What follows belongs to an exercise in optimizing a design on an open flow for small area; a production flow would make more cautious choices.
In this exercise RTL edits were held to simulation tests only and were not proved equivalent to the original.
Power figures rest on the tool's default switching activity, not on a simulated workload.

[flow/own_synth.tcl]
set own_abc_script [file join [file dirname [file normalize [info script]]] abc_area.script]
proc synth {args} { yosys synth -nofsm -noshare {*}$args }
proc abc {args} {
  set i [lsearch -exact $args -script]
  if {$i >= 0} { lset args [expr {$i + 1}] $::own_abc_script }
  yosys abc {*}$args
}
unset -nocomplain ::env(ADDER_MAP_FILE)
source $::env(SCRIPTS_DIR)/synth.tcl
# left out here: clear keep_hierarchy, flatten, clean up, hide names made inside functions, write 1_2_yosys.v
[flow/run.sh]
#!/bin/bash
# Own flow: the standard layout (standard.sh) with three area-oriented changes.
#  - Synthesis runs own_synth.tcl: synth_recipe.tcl with Yosys's abc pass given abc_area.script
#    and no adder extraction. Registers, their names and cell types are those of the standard
#    synthesis (ABC maps only the combinational logic).
#  - Ports are buffered as in the standard flow, with the smallest buffer cell.
#  - Clock tree (cts_args): larger sink clusters and no dummy loads, so fewer clock buffers.
# Each step's full output goes to a log file of its own in the work folder.
set -euo pipefail
W=$PWD
bash standard.sh SYNTH_SCRIPT="$W/flow/own_synth.tcl" synth > "$W/own_synth.log" 2>&1
bash standard.sh BUFFER_PORTS_ARGS="-buffer_cell sky130_fd_sc_hd__buf_1" \
   CTS_ARGS="$(cat "$W/flow/cts_args")" finish > "$W/own_layout.log" 2>&1
[flow/cts_args]
-sink_clustering_enable -repair_clock_nets -dont_use_dummy_load -buf_list sky130_fd_sc_hd__clkbuf_16 -sink_clustering_size 27 -sink_clustering_max_diameter 100
[design.v]
package aes_enc_pkg;
   localparam logic [6:0] CNT_START = 7'd56;
   localparam logic [6:0] CNT_LAST  = 7'd127;
   localparam logic [31:0] POL_K0 = 32'h00000000;
   localparam logic [31:0] POL_K1 = 32'h00000000;
   localparam logic [31:0] POL_K2 = 32'hffffffff;
   localparam logic [31:0] POL_K3 = 32'h00000000;
   localparam logic [31:0] POL_K4 = 32'hffffffff;
   localparam logic [39:0] POL_S0 = 40'h0000000000;
   localparam logic [31:0] POL_S1 = 32'h00000000;
   localparam logic [31:0] POL_S2 = 32'h00ffff00;
   localparam logic [31:0] POL_S3 = 32'h0000ff00;
endpackage
module aes_enc_sched
(
   input  logic [6:0] i_cnt,
   output logic       o_ksel,     
   output logic [7:0] o_rcon,     
   output logic       o_wr,       
   output logic       o_load,     
   output logic       o_last,     
   output logic       o_kplain,   
   output logic       o_dld,      
   output logic       o_kv,
   output logic       o_done,
   output logic       o_ov,
   output logic [3:0] o_rnd
);
   always_comb begin
      o_ksel = 1'b0; o_rcon = 8'h00; o_wr = 1'b0; o_load = 1'b0; o_last = 1'b0;
      o_kplain = 1'b0; o_dld = 1'b0; o_kv = 1'b0; o_done = 1'b0; o_ov = 1'b0; o_rnd = 4'd0;
      case (i_cnt)
         7'd56: begin o_kplain = 1'b1; end
         7'd57: begin o_kplain = 1'b1; o_kv = 1'b1; end
         7'd58: begin o_wr = 1'b1; o_load = 1'b1; o_kplain = 1'b1; o_kv = 1'b1; end
         7'd59: begin o_wr = 1'b1; o_load = 1'b1; o_kplain = 1'b1; o_kv = 1'b1; end
         7'd60: begin o_wr = 1'b1; o_load = 1'b1; o_kplain = 1'b1; o_kv = 1'b1; end
         7'd61: begin o_wr = 1'b1; o_load = 1'b1; o_kv = 1'b1; end
         7'd62: begin o_ksel = 1'b1; o_kv = 1'b1; o_rcon = 8'h01; o_rnd = 4'd1; end
         7'd63: begin o_wr = 1'b1; o_kv = 1'b1; o_rnd = 4'd1; end
         7'd64: begin o_wr = 1'b1; o_kv = 1'b1; o_rnd = 4'd1; end
         7'd65: begin o_wr = 1'b1; o_kv = 1'b1; o_rnd = 4'd1; end
         7'd66: begin o_wr = 1'b1; o_kv = 1'b1; o_rnd = 4'd1; end
         7'd67: begin o_ksel = 1'b1; o_kv = 1'b1; o_rcon = 8'h02; o_rnd = 4'd1; end
         7'd68: begin o_wr = 1'b1; o_kv = 1'b1; o_rnd = 4'd2; end
         7'd69: begin o_wr = 1'b1; o_kv = 1'b1; o_rnd = 4'd2; end
         7'd70: begin o_wr = 1'b1; o_kv = 1'b1; o_rnd = 4'd2; end
         7'd71: begin o_wr = 1'b1; o_kv = 1'b1; o_rnd = 4'd2; end
         7'd72: begin o_ksel = 1'b1; o_kv = 1'b1; o_rcon = 8'h04; o_rnd = 4'd2; end
         7'd73: begin o_wr = 1'b1; o_kv = 1'b1; o_rnd = 4'd2; end
         7'd74: begin o_wr = 1'b1; o_kv = 1'b1; o_rnd = 4'd3; end
         7'd75: begin o_wr = 1'b1; o_kv = 1'b1; o_rnd = 4'd3; end
         7'd76: begin o_wr = 1'b1; o_kv = 1'b1; o_rnd = 4'd3; end
         7'd77: begin o_ksel = 1'b1; o_kv = 1'b1; o_rcon = 8'h08; o_rnd = 4'd3; end
         7'd78: begin o_wr = 1'b1; o_kv = 1'b1; o_rnd = 4'd3; end
         7'd79: begin o_wr = 1'b1; o_kv = 1'b1; o_rnd = 4'd3; end
         7'd80: begin o_wr = 1'b1; o_kv = 1'b1; o_rnd = 4'd4; end
         7'd81: begin o_wr = 1'b1; o_kv = 1'b1; o_rnd = 4'd4; end
         7'd82: begin o_ksel = 1'b1; o_kv = 1'b1; o_rcon = 8'h10; o_rnd = 4'd4; end
         7'd83: begin o_wr = 1'b1; o_kv = 1'b1; o_rnd = 4'd4; end
         7'd84: begin o_wr = 1'b1; o_kv = 1'b1; o_rnd = 4'd4; end
         7'd85: begin o_wr = 1'b1; o_kv = 1'b1; o_rnd = 4'd4; end
         7'd86: begin o_wr = 1'b1; o_kv = 1'b1; o_rnd = 4'd5; end
         7'd87: begin o_ksel = 1'b1; o_kv = 1'b1; o_rcon = 8'h20; o_rnd = 4'd5; end
         7'd88: begin o_wr = 1'b1; o_kv = 1'b1; o_rnd = 4'd5; end
         7'd89: begin o_wr = 1'b1; o_kv = 1'b1; o_rnd = 4'd5; end
         7'd90: begin o_wr = 1'b1; o_kv = 1'b1; o_rnd = 4'd5; end
         7'd91: begin o_wr = 1'b1; o_kv = 1'b1; o_rnd = 4'd5; end
         7'd92: begin o_ksel = 1'b1; o_kv = 1'b1; o_rcon = 8'h40; o_rnd = 4'd6; end
         7'd93: begin o_wr = 1'b1; o_kv = 1'b1; o_rnd = 4'd6; end
         7'd94: begin o_wr = 1'b1; o_kv = 1'b1; o_rnd = 4'd6; end
         7'd95: begin o_wr = 1'b1; o_kv = 1'b1; o_rnd = 4'd6; end
         7'd96: begin o_wr = 1'b1; o_kv = 1'b1; o_rnd = 4'd6; end
         7'd97: begin o_ksel = 1'b1; o_kv = 1'b1; o_rcon = 8'h80; o_rnd = 4'd6; end
         7'd98: begin o_wr = 1'b1; o_kv = 1'b1; o_rnd = 4'd7; end
         7'd99: begin o_wr = 1'b1; o_kv = 1'b1; o_rnd = 4'd7; end
         7'd100: begin o_wr = 1'b1; o_kv = 1'b1; o_rnd = 4'd7; end
         7'd101: begin o_wr = 1'b1; o_kv = 1'b1; o_rnd = 4'd7; end
         7'd102: begin o_ksel = 1'b1; o_kv = 1'b1; o_rcon = 8'h1b; o_rnd = 4'd7; end
         7'd103: begin o_wr = 1'b1; o_kv = 1'b1; o_rnd = 4'd7; end
         7'd104: begin o_wr = 1'b1; o_kv = 1'b1; o_rnd = 4'd8; end
         7'd105: begin o_wr = 1'b1; o_kv = 1'b1; o_rnd = 4'd8; end
         7'd106: begin o_wr = 1'b1; o_kv = 1'b1; o_rnd = 4'd8; end
         7'd107: begin o_ksel = 1'b1; o_kv = 1'b1; o_rcon = 8'h36; o_rnd = 4'd8; end
         7'd108: begin o_wr = 1'b1; o_last = 1'b1; o_kv = 1'b1; o_rnd = 4'd8; end
         7'd109: begin o_wr = 1'b1; o_last = 1'b1; o_kv = 1'b1; o_rnd = 4'd8; end
         7'd110: begin o_wr = 1'b1; o_last = 1'b1; o_kv = 1'b1; o_rnd = 4'd9; end
         7'd111: begin o_wr = 1'b1; o_last = 1'b1; o_kv = 1'b1; o_rnd = 4'd9; end
         7'd112: begin o_kv = 1'b1; o_rnd = 4'd9; end
         7'd113: begin o_kv = 1'b1; o_rnd = 4'd9; end
         7'd114: begin o_kv = 1'b1; o_rnd = 4'd9; end
         7'd115: begin o_kv = 1'b1; o_rnd = 4'd9; end
         7'd116: begin o_kv = 1'b1; o_rnd = 4'd10; end
         7'd117: begin o_kv = 1'b1; o_rnd = 4'd10; end
         7'd118: begin o_kv = 1'b1; o_rnd = 4'd10; end
         7'd119: begin o_kv = 1'b1; o_rnd = 4'd10; end
         7'd120: begin o_kv = 1'b1; o_rnd = 4'd10; end
         7'd121: begin o_kv = 1'b1; o_rnd = 4'd10; end
         7'd122: begin o_kv = 1'b1; end
         7'd123: begin o_dld = 1'b1; o_kv = 1'b1; o_done = 1'b1; end
         7'd124: begin o_dld = 1'b1; o_kv = 1'b1; o_done = 1'b1; o_ov = 1'b1; end
         7'd125: begin o_dld = 1'b1; o_kv = 1'b1; o_done = 1'b1; o_ov = 1'b1; end
         7'd126: begin o_dld = 1'b1; o_kv = 1'b1; o_done = 1'b1; o_ov = 1'b1; end
         7'd127: begin o_kv = 1'b1; o_done = 1'b1; o_ov = 1'b1; end
         default: ;
      endcase
   end
endmodule
module aes_sbox
(
   input  logic [7:0] i_byte,
   output logic [7:0] o_byte
);
   logic U0, U1, U2, U3, U4, U5, U6, U7;
   logic T1, T2, T3, T4, T5, T6, T7, T8, T9, T10;
   logic T11, T12, T13, T14, T15, T16, T17, T18, T19, T20;
   logic T21, T22, T23, T24, T25, T26, T27, M1, M2, M3;
   logic M4, M5, M6, M7, M8, M9, M10, M11, M12, M13;
   logic M14, M15, M16, M17, M18, M19, M20, M21, M22, M23;
   logic M24, M25, M26, M27, M28, M29, M30, M31, M32, M33;
   logic M34, M35, M36, M37, M38, M39, M40, M41, M42, M43;
   logic M44, M45, M46, M47, M48, M49, M50, M51, M52, M53;
   logic M54, M55, M56, M57, M58, M59, M60, M61, M62, M63;
   logic L0, L1, L2, L3, L4, L5, L6, L7, L8, L9;
   logic L10, L11, L12, L13, L14, L15, L16, L17, L18, L19;
   logic L20, L21, L22, L23, L24, L25, L26, L27, L28, L29;
   logic S0, S1, S2, S3, S4, S5, S6, S7;
   assign {U0, U1, U2, U3, U4, U5, U6, U7} = i_byte;
   assign T1 = U0 ^ U3;
   assign T2 = U0 ^ U5;
   assign T3 = U0 ^ U6;
   assign T4 = U3 ^ U5;
   assign T5 = U4 ^ U6;
   assign T6 = T1 ^ T5;
   assign T7 = U1 ^ U2;
   assign T8 = U7 ^ T6;
   assign T9 = U7 ^ T7;
   assign T10 = T6 ^ T7;
   assign T11 = U1 ^ U5;
   assign T12 = U2 ^ U5;
   assign T13 = T3 ^ T4;
   assign T14 = T6 ^ T11;
   assign T15 = T5 ^ T11;
   assign T16 = T5 ^ T12;
   assign T17 = T9 ^ T16;
   assign T18 = U3 ^ U7;
   assign T19 = T7 ^ T18;
   assign T20 = T1 ^ T19;
   assign T21 = U6 ^ U7;
   assign T22 = T7 ^ T21;
   assign T23 = T2 ^ T22;
   assign T24 = T2 ^ T10;
   assign T25 = T20 ^ T17;
   assign T26 = T3 ^ T16;
   assign T27 = T1 ^ T12;
   assign M1 = T13 & T6;
   assign M2 = T23 & T8;
   assign M3 = T14 ^ M1;
   assign M4 = T19 & U7;
   assign M5 = M4 ^ M1;
   assign M6 = T3 & T16;
   assign M7 = T22 & T9;
   assign M8 = T26 ^ M6;
   assign M9 = T20 & T17;
   assign M10 = M9 ^ M6;
   assign M11 = T1 & T15;
   assign M12 = T4 & T27;
   assign M13 = M12 ^ M11;
   assign M14 = T2 & T10;
   assign M15 = M14 ^ M11;
   assign M16 = M3 ^ M2;
   assign M17 = M5 ^ T24;
   assign M18 = M8 ^ M7;
   assign M19 = M10 ^ M15;
   assign M20 = M16 ^ M13;
   assign M21 = M17 ^ M15;
   assign M22 = M18 ^ M13;
   assign M23 = M19 ^ T25;
   assign M24 = M22 ^ M23;
   assign M25 = M22 & M20;
   assign M26 = M21 ^ M25;
   assign M27 = M20 ^ M21;
   assign M28 = M23 ^ M25;
   assign M29 = M28 & M27;
   assign M30 = M26 & M24;
   assign M31 = M20 & M23;
   assign M32 = M27 & M31;
   assign M33 = M27 ^ M25;
   assign M34 = M21 & M22;
   assign M35 = M24 & M34;
   assign M36 = M24 ^ M25;
   assign M37 = M21 ^ M29;
   assign M38 = M32 ^ M33;
   assign M39 = M23 ^ M30;
   assign M40 = M35 ^ M36;
   assign M41 = M38 ^ M40;
   assign M42 = M37 ^ M39;
   assign M43 = M37 ^ M38;
   assign M44 = M39 ^ M40;
   assign M45 = M42 ^ M41;
   assign M46 = M44 & T6;
   assign M47 = M40 & T8;
   assign M48 = M39 & U7;
   assign M49 = M43 & T16;
   assign M50 = M38 & T9;
   assign M51 = M37 & T17;
   assign M52 = M42 & T15;
   assign M53 = M45 & T27;
   assign M54 = M41 & T10;
   assign M55 = M44 & T13;
   assign M56 = M40 & T23;
   assign M57 = M39 & T19;
   assign M58 = M43 & T3;
   assign M59 = M38 & T22;
   assign M60 = M37 & T20;
   assign M61 = M42 & T1;
   assign M62 = M45 & T4;
   assign M63 = M41 & T2;
   assign L0 = M61 ^ M62;
   assign L1 = M50 ^ M56;
   assign L2 = M46 ^ M48;
   assign L3 = M47 ^ M55;
   assign L4 = M54 ^ M58;
   assign L5 = M49 ^ M61;
   assign L6 = M62 ^ L5;
   assign L7 = M46 ^ L3;
   assign L8 = M51 ^ M59;
   assign L9 = M52 ^ M53;
   assign L10 = M53 ^ L4;
   assign L11 = M60 ^ L2;
   assign L12 = M48 ^ M51;
   assign L13 = M50 ^ L0;
   assign L14 = M52 ^ M61;
   assign L15 = M55 ^ L1;
   assign L16 = M56 ^ L0;
   assign L17 = M57 ^ L1;
   assign L18 = M58 ^ L8;
   assign L19 = M63 ^ L4;
   assign L20 = L0 ^ L1;
   assign L21 = L1 ^ L7;
   assign L22 = L3 ^ L12;
   assign L23 = L18 ^ L2;
   assign L24 = L15 ^ L9;
   assign L25 = L6 ^ L10;
   assign L26 = L7 ^ L9;
   assign L27 = L8 ^ L10;
   assign L28 = L11 ^ L14;
   assign L29 = L11 ^ L17;
   assign S0 = L6 ^ L24;
   assign S1 = ~(L16 ^ L26);
   assign S2 = ~(L19 ^ L28);
   assign S3 = L6 ^ L21;
   assign S4 = L20 ^ L22;
   assign S5 = L25 ^ L29;
   assign S6 = ~(L13 ^ L27);
   assign S7 = ~(L6 ^ L23);
   assign o_byte = {S0, S1, S2, S3, S4, S5, S6, S7};
endmodule
import aes_enc_pkg::*;
module aes_word_enc_core
(
   input  logic         clk,
   input  logic         reset,
   input  logic         start,
   input  logic         selEncDec,
   input  logic [127:0] key_in,
   input  logic [31:0]  data_in,
   output logic [31:0]  data_out,
   output logic [6:0]   signals
);
   function automatic logic [7:0] xtime(input logic [7:0] b);
      xtime = {b[6:0], 1'b0} ^ (b[7] ? 8'h1b : 8'h00);
   endfunction
   logic [6:0]   r_cnt;
   logic [31:0]  r_k0, r_k1, r_k2, r_k3, r_k4;
   logic [39:0]  r_s0;
   logic [31:0]  r_s1, r_s2, r_s3;
   logic [31:0]  r_dout;
   logic [31:0]  k0, k1, k2, k3, k4;
   logic [39:0]  s0;
   logic [31:0]  s1, s2, s3;
   logic         w_idle;
   logic         w_ksel;     
   logic         w_wr;       
   logic         w_load;     
   logic         w_last;     
   logic         w_kplain;   
   logic         w_dld;      
   logic         w_kv, w_done, w_ov;
   logic [7:0]   w_rcon;
   logic [3:0]   w_rnd;
   logic [7:0]   w_sbi [4];
   logic [7:0]   w_a   [4];
   logic [31:0]  w_mix;
   logic [31:0]  w_wd;
   logic [31:0]  w_kx;
   logic [31:0]  w_k4n;
   logic [39:0]  w_s0n;
   logic [31:0]  w_s1n, w_s2n, w_s3n;
   assign k0 = r_k0 ^ POL_K0;
   assign k1 = r_k1 ^ POL_K1;
   assign k2 = r_k2 ^ POL_K2;
   assign k3 = r_k3 ^ POL_K3;
   assign k4 = r_k4 ^ POL_K4;
   assign s0 = r_s0 ^ POL_S0;
   assign s1 = r_s1 ^ POL_S1;
   assign s2 = r_s2 ^ POL_S2;
   assign s3 = r_s3 ^ POL_S3;
   assign w_idle = (r_cnt == 7'd0) || (r_cnt == CNT_LAST);
   aes_enc_sched u_sched (
      .i_cnt    (r_cnt),
      .o_ksel   (w_ksel),
      .o_rcon   (w_rcon),
      .o_wr     (w_wr),
      .o_load   (w_load),
      .o_last   (w_last),
      .o_kplain (w_kplain),
      .o_dld    (w_dld),
      .o_kv     (w_kv),
      .o_done   (w_done),
      .o_ov     (w_ov),
      .o_rnd    (w_rnd)
   );
   assign signals  = {w_ov, w_done, w_rnd, w_kv};
   assign data_out = r_dout;
   assign w_sbi[0] = w_ksel ? k3[23:16] : s0[7:0];
   assign w_sbi[1] = w_ksel ? k3[15:8]  : s1[7:0];
   assign w_sbi[2] = w_ksel ? k3[7:0]   : s2[7:0];
   assign w_sbi[3] = w_ksel ? k3[31:24] : s3[7:0];
   for (genvar g = 0; g < 4; g++) begin : g_sbox
      aes_sbox u_sbox (
         .i_byte (w_sbi[g]),
         .o_byte (w_a[g])
      );
   end
   logic [7:0] w_tt;
   assign w_tt = w_a[0] ^ w_a[1] ^ w_a[2] ^ w_a[3];
   always_comb begin
      for (int r = 0; r < 4; r++)
         w_mix[8 * (3 - r) +: 8] = w_a[r] ^ ({8{!w_last}} & (w_tt ^ xtime(w_a[r] ^ w_a[(r + 1) % 4])));
   end
   assign w_wd  = (w_load ? data_in : w_mix) ^ k4;
   assign w_kx  = w_ksel   ? ({w_a[0], w_a[1], w_a[2], w_a[3]} ^ {w_rcon, 24'h000000}) :
                  w_kplain ? 32'h00000000 : k4;
   assign w_k4n = w_idle ? key_in[31:0] : k0 ^ w_kx;
   assign w_s0n = {(w_wr ? w_wd[31:24] : s0[7:0]), s0[39:8]};
   assign w_s1n = {(w_wr ? w_wd[23:16] : s1[7:0]), s1[31:8]};
   assign w_s2n = w_ksel ? {s2[15:0], s2[31:16]} : {(w_wr ? w_wd[15:8] : s2[7:0]), s2[31:8]};
   assign w_s3n = w_ksel ? {s3[23:0], s3[31:24]} : {(w_wr ? w_wd[7:0] : s3[7:0]), s3[31:8]};
   always_ff @(posedge clk) begin
      if (reset)          r_cnt <= 7'd0;
      else if (w_idle) begin
         r_cnt <= (start && !selEncDec) ? CNT_START : 7'd0;
      end else            r_cnt <= r_cnt + 7'd1;
   end
   always_ff @(posedge clk) begin
      r_k0 <= k1 ^ POL_K0;
      if (w_idle) begin
         r_k1 <= key_in[127:96] ^ POL_K1;
         r_k2 <= key_in[95:64]  ^ POL_K2;
         r_k3 <= key_in[63:32]  ^ POL_K3;
      end else begin
         r_k1 <= k2 ^ POL_K1;
         r_k2 <= k3 ^ POL_K2;
         r_k3 <= k4 ^ POL_K3;
      end
      r_k4 <= w_k4n ^ POL_K4;
   end
   always_ff @(posedge clk) begin
      r_s0 <= w_s0n ^ POL_S0;
      r_s1 <= w_s1n ^ POL_S1;
      r_s2 <= w_s2n ^ POL_S2;
      r_s3 <= w_s3n ^ POL_S3;
   end
   always_ff @(posedge clk) begin
      if (reset)      r_dout <= 32'h00000000;
      else if (w_dld) r_dout <= {s0[7:0], s1[15:8], s2[15:8], s3[15:8]};
   end
endmodule
[flow/abc_area.script]
strash
resub -K 8
dc2
strash
dch -f
amap
topo
[config.mk]
export PLATFORM = sky130hd
export DESIGN_NAME = aes_word_enc_core
export DESIGN_NICKNAME = aes_word_enc_core
export VERILOG_FILES = /design/flow/design.v
export SDC_FILE = /design/flow/constraint.sdc
export NUM_CORES = 4
export LEC_CHECK = 0
export CAP_MARGIN = 20
export CORE_MARGIN = 2
export CORE_UTILIZATION = 65
export SLEW_MARGIN = 20
[standard.sh]
#!/bin/bash
# synth_recipe.tcl (not shown) runs the flow's synth.tcl, then flattens the netlist and writes it again
# the make line also repeats each setting of config.mk as NAME=value (left out here)
make -C /OpenROAD-flow-scripts/flow DESIGN_CONFIG=/design/flow/config.mk WORK_HOME=/design/flow/orfs CLKGATE_MAP_FILE= SYNTH_SCRIPT=/design/flow/synth_recipe.tcl "${@:-finish}"
[constraint.sdc]
create_clock -name core_clock -period 25.0 [get_ports {clk}]
set_input_delay 5.0000 -clock core_clock [delete_from_list [all_inputs] [get_ports {clk}]]
set_output_delay 5.0000 -clock core_clock [all_outputs]
set_load 0.01 [all_outputs]
==> flow_summary.yaml <==
global_routing:
  grt_max_degree: 112
  grt_pass1_vias: 15190
  grt_pass1_wl_um: 77070
  grt_antenna_before_repair: 0
  track_usage: 0.3916
  grt_overflow: 0
floorplanning:
  dieArea_mm2: 0.02479
  die-height_um: 157.5
  start_util: 0.6580
  ios: 203
  core_area_mm2: 0.02326
  num_rows: 56
  dieWidth_um: 157.5
layout:
  areaGrowthSynthToFinish_pct: 11.26
  final_area_mm2: 0.01703
  largest_register_ffs: 40
  drive_gt1_frac: 0.01771
  finalNetCount: 2481
  top_register: "r_s0"
  antenna_cells: 0
  finish.utilization: 0.7321
  fin_cells: 2634
clock_tree:
  htree_num_levels: 1
  root_buffer: "clkbuf_16"
  ctsHoldBuffers: 0
  clkLatencyLatePin_ns: 0.52
  cts_tree: "yes"
  clk_path_buf_depth: 3
  ctsResizeCount: 0
  postCtsSetupBuffers: 0
  path_clk_slew_ns: 0.11
  cts.sinks: 335
  cts-buffers-inserted: 16
routing:
  final_antenna_net_count: 0
  wl_met1_um: 20150
  drt_iter0_markers: 1686
  vias: 16640
  via_per_inst: 6.315
  top_layer_used: "met4"
  wl_met2_um: 22640
  first_pass_iters: 6
  routedWlPerCell_um: 19.25
  wl_um: 50700
  drc: 0
  wl_met3_um: 5225
setup_path:
  start_kind: "flop"
  end_kind: "flop"
  crit_top_cell: "clkinv_1"
  arrival_ns: 13.07
  crit_slowest_cell: "o21ai_0"
  worstPathRequired_ns: 25.37
  cp_slowest_stage_delay_ns: 0.65
  reg2reg_slack_ns: 12.30
  critPathMaxFanout: 72
  worstSetupPathType: "reg2reg"
yosys:
  yosysMostFrequentCell: "o22ai_1"
  syn_inst: 2083
  synthTopCellsByCount: "o22ai_1 (363), nor2_1 (337), dfxtp_1 (335)"
  ys_warn_count: 5
  synth-async-reset-ratio: 0
  synth_top_area_share: 0.4381
  yosys.area.top_type: "dfxtp_1"
  synth.cell_area_mm2: 0.01531
  ys.flop_type: "dfxtp_1"
  ys_ff_latch: 335
  synth.avg_cell_area_um2: 7.349
  ys_seq_area_frac: 0.4381
  ys_top_cells_by_area: "dfxtp_1 (44%), o22ai_1 (15%), nor2_1 (8.3%)"
  syn-num-nets: 2247
  synth_edf_count: 0
  synth_cell_types: 32
timing:
  finalSetupViolations: 0
  layout_setup_ws_ns: 12.30
  finalHoldViolCount: 0
  whs_ns: 0.3209
  fmax_mhz: 78.73
  rsz0062_at_grt: "false"
  setup_tns_ns: 0
  period_share: 0.5080
  worstMarginPinSlew_ns: 0.9039
  relSlewSlack: 0.3965
  fin_crit_ns: 12.70
  clock_skew_ns: 0.03197
  drv_slew: 0
power:
  p_leak_nw: 6.121
  power_density_mw_per_mm2: 121.8
  finalPower_mw: 2.075
  peakVddDrop_mv: 0.09147
outcome:
  status: "complete, no violations"
placed_design:
  gp_congestion: 0.9710
  hpwlAfterDp_um: 37130
  placed_area_mm2: 0.01663
  dpl.cell_count: 2618
  portBuffers: 202
  dp_slack_ns: 12.81
job:
  cap_violations: 0
worst_hold_path:
  hp-class: "reg2reg"
[logic make-up after synthesis]
kind of cell           share of synthesized area
buffers and inverters                    0.06106
AO/OA/AOI/OAI                             0.3556
AND/OR/NAND/NOR                           0.1435
flip-flops                                0.4381
XOR/XNOR                                0.001717
[path summary, 6_finish.rpt]
check	cells after the start	endpoint	from
setup / recovery	46	r_s1[25]	r_cnt[3]
hold / removal	0	r_k0[12]	r_k1[12]
setup reg to reg	46	r_s1[25]	r_cnt[3]
hold reg to reg	0	r_k0[12]	r_k1[12]
[cell type report]
type                            instances  area, um^2
Inverter                              243       917.1
Multi-Input combinational cell       1502        7701
Sequential cell                       335        6706
Clock buffer                           16       400.4
Fill cell                            1849        6232
Timing Repair Buffer                  219       905.9
Tap cell                              319       399.1
[worst max-delay path: cells and delay by family (launching register included)]
| family | cells | cell delay [ns] |
|---|---|---|
| AOI/OAI and AO/OA | 23 | 7.57 |
| DFF | 1 | 0.51 |
| and+or+nand+nor | 11 | 1.28 |
| buffers and inverters | 12 | 3.13 |
[report_power, final]
group	total (mW)	internal [mW]	leakage (nW)	switching [mW]
clock network	0.278	0.116	0.197	0.163
logic	1.02	0.333	3.12	0.684
registers	0.779	0.684	2.81	0.0953
[layout by cell type, fill, tap and decap left out, types with 7 or more instances in the layout]
| master | synthesis | layout |
|---|---|---|
| a21oi_1 | 245 | 245 |
| buf_1 | 0 | 202 |
| nor2_1 | 337 | 335 |
| o21ai_0 | 236 | 235 |
| o22a_1 | 7 | 7 |
| o221a_1 | 16 | 16 |
| a31oi_1 | 7 | 7 |
| clkbuf_16 | 0 | 16 |
| dfxtp_1 | 335 | 335 |
| nand2_1 | 188 | 188 |
| nor3_1 | 14 | 13 |
| o22ai_1 | 363 | 362 |
| clkinv_1 | 243 | 240 |
| buf_4 | 3 | 16 |
| o221ai_1 | 13 | 13 |
| a22oi_1 | 8 | 8 |
| a211oi_1 | 21 | 21 |
| or2_0 | 8 | 8 |
[metal layers]
layer  GRT usage  up-vias
li1            -     8045
met1      0.5054     7427
met2      0.6286      951
met3     0.07241      212
met4      0.1987        0
met5           0        -

-- re-timing with driven ports --
No port has a modelled driver above. Below, the same layout with a new extraction and two added sets of constraints.
Step 1 sets driving cells, clkbuf_16 on the clock port and buf_2 on the other inputs (assumed; they add their load-dependent delay and slew).
Step 2 also shifts input and output timing later by t, the mid clock arrival at the registers, as if the neighbouring blocks saw the same clock.
Slacks: ideal ports / drivers / drivers and shift; pairs: ideal ports / drivers.
shift t [ns]: 0.554
setup slack, ns: 12.299 / 12.299 / 12.299
worst setup path after step 2: register to register
slew at the worst register clock pin (ns): 0.11 / 0.11
worst slew at a driven data input, ns: 0.06
After both steps setup and hold are still met in this run. The setup slack of this run moves by 0.000 ns with the drivers and by 0.000 ns with both steps.
